Context: an optimization exercise on an open-source flow, tuned for a short achievable clock period and few clock cycles per item. The choices shown serve that exercise and are no tape-out recipe. Only simulation tests tie the RTL to the original design; equivalence was not proved. The clock port is modelled as an ideal driver, which makes a skipped or thinned clock tree look cheaper than it is; a real chip needs a root buffer or a tree. Power is estimated from default activity; no workload was simulated.

== raven ==
## dll_tx_top
module dll_tx_top
#(
  parameter dll_tx_pkg::seq_num_t SEQ_INIT = '0
) (
  input  logic         clk_i,
  input  logic         rst_i,
  input  dll_tx_pkg::dword_t       s_tdata_i,
  input  logic         s_tvalid_i,
  input  logic         s_tlast_i,
  output logic         s_tready_o,
  output dll_tx_pkg::dword_t       m_tdata_o,
  output dll_tx_pkg::keep_t        m_tkeep_o,
  output logic         m_tvalid_o,
  output logic         m_tlast_o,
  input  logic         m_tready_i,
  output dll_tx_pkg::seq_num_t     seq_num_o,
  input  logic         update_fc_i,
  input  dll_tx_pkg::hdr_credit_t  fc_ph_i,
  input  dll_tx_pkg::hdr_credit_t  fc_nph_i,
  input  dll_tx_pkg::hdr_credit_t  fc_cplh_i,
  input  dll_tx_pkg::data_credit_t fc_pd_i,
  input  dll_tx_pkg::data_credit_t fc_npd_i,
  input  dll_tx_pkg::data_credit_t fc_cpld_i
);
clock: 5.5 ns
lec_check: 0
cap_margin: 20
core_margin: 2
core_utilization: 40
place_density: 0.6
setup_slack_margin: 3.45
slew_margin: 20
run.sh (not shown) runs the stock make flow with config.mk's settings and CLKGATE_MAP_FILE= SYNTH_SCRIPT=/design/flow/synth_recipe.tcl, a recipe that flattens the netlist after the stock synthesis.
raven finished every stage and its layout cleared the timing, design-rule and antenna checks.
Testbench counts of raven, summed over its fixed seeds: cycles 21,868, items 2,400.
--- input diff raven..maple ---
Settings: PLACE_DENSITY: 0.6 -> 0.7; CORE_UTILIZATION: 40 -> 55; SETUP_SLACK_MARGIN: 3.45 -> 3.6.
Results
maple vs raven: fmax down slightly
Relative to raven, area growth from synthesis to final layout increased by 9.2 points in maple.
Routed wire in maple totals more than in raven.
Number of vias per cell went up by more than 10% going from raven to maple.
Diff maple..raven | count of clock-buffer cells in the layout | unchanged
Clock share of power in maple vs raven: down 1.0 points
The following lists how harbor was set up differently from maple:
Settings: swapping 55 for 75 in CORE_UTILIZATION; swapping 0.7 for 0.85 in PLACE_DENSITY.
==> run summary <==
- For the last weighted congestion value of the routability-driven placer, harbor came in 1.7% higher than maple did.
- Number of sinks on the clock net came out exactly the same in harbor and maple.
- Lower overall die width among harbor and maple: harbor
- harbor is listed as incomplete: the tool reported an error in global routing (5_1_grt) and the run ended there.
- Reported for harbor and maple, share of async-settable or async-resettable flops after synthesis turned out identical to the last digit.

old:
Another version of the RTL of dll_tx_top (not shown whole).
Size in the first run: about 810 flip-flops.
export LEC_CHECK = 0
export CAP_MARGIN = 20
export CORE_MARGIN = 2
export CORE_UTILIZATION = 40
export PLACE_DENSITY = 0.6
export SETUP_SLACK_MARGIN = 4.0
export SLEW_MARGIN = 20
create_clock -name core_clock -period 5.5 [get_ports {clk_i}]
standard.sh (not shown) runs the stock make flow with config.mk's settings and CLKGATE_MAP_FILE= SYNTH_SCRIPT=/design/flow/synth_recipe.tcl, a recipe that flattens the netlist after the stock synthesis.
==> flow/flow/run.sh <==
#!/bin/bash
# Standard ORFS layout (the standard.sh), with the clock tree rebuilt
# right after CTS by clock_tree.tcl (hooked in as POST_CTS_TCL): the clock
# port drives four root buffers, each root drives eight leaf buffers, and
# each leaf drives an equal, compact group of flip-flops. Everything else,
# synthesis included, is the standard flow.
set -euo pipefail
work=$(pwd)
export POST_CTS_TCL="$work/flow/clock_tree.tcl"
bash standard.sh > "$work/standard_flow.log" 2>&1
Other scripts of this flow, unchanged in this note and not shown: flow/flow/clock_tree.tcl
Testbench counts of old, summed over its fixed seeds: cycles 21,868, items 2,400.
[inputs] new vs old
Settings: SETUP_SLACK_MARGIN changed from 4.0 to 3.6.
==> run summary <==
From old to new the numbers moved as follows: portion of total power attributed to combinational logic went down by 6.1 points; final hold slack picked up an extra 0.0031 ns; sequential power share rose 4.6 points.
When new is measured against old, its share of cells above drive strength 1 turns out 25 points lower.
NOTE met2 wire length old->new decreased by more than a quarter
Comparing new and old, the higher fraction of power spent switching nets was measured on old.
new consumes less power than old does.
old → new: max-capacitance violation count stayed essentially flat; average via count per standard cell fell by 0.12.
new: arrival time of data at the critical path endpoint 0.02 ns below old
In every run of this note, the design's own scripts or RTL, not TritonCTS, make the clock network.

==> what the ideal ports hide <==
How much do the figures lean on ideal ports? The routed layouts below were timed once more, with nothing changed but the port constraints.
Step 1 sets driving cells, clkbuf_16 on the clock port and buf_2 on the other inputs (assumed; they add their load-dependent delay and slew).
Step 2 adds t to the input delays and takes it off the output delays; t is the mean of the earliest and latest rising clock arrival at the registers after step 1. Input paths then give back, and output paths get back, about the clock's delay inside the block.
Slacks: ideal ports / drivers / drivers and shift; pairs: ideal ports / drivers.
run | shift t [ns] | slack for setup (ns) | cell pins on the clock port's net
raven | 0.667 | 3.339 / 3.277 / 2.881 | 1
maple | 0.671 | 3.320 / 3.257 / 2.997 | 1
old | 0.526 | 3.552 / 3.416 / 3.316 | 4
new | 0.509 | 3.565 / 3.437 / 3.216 | 4
After both steps setup and hold are still met in every run listed. For raven, which loses most, drivers alone change the setup slack by -0.062 ns; drivers and shift together by -0.458 ns.
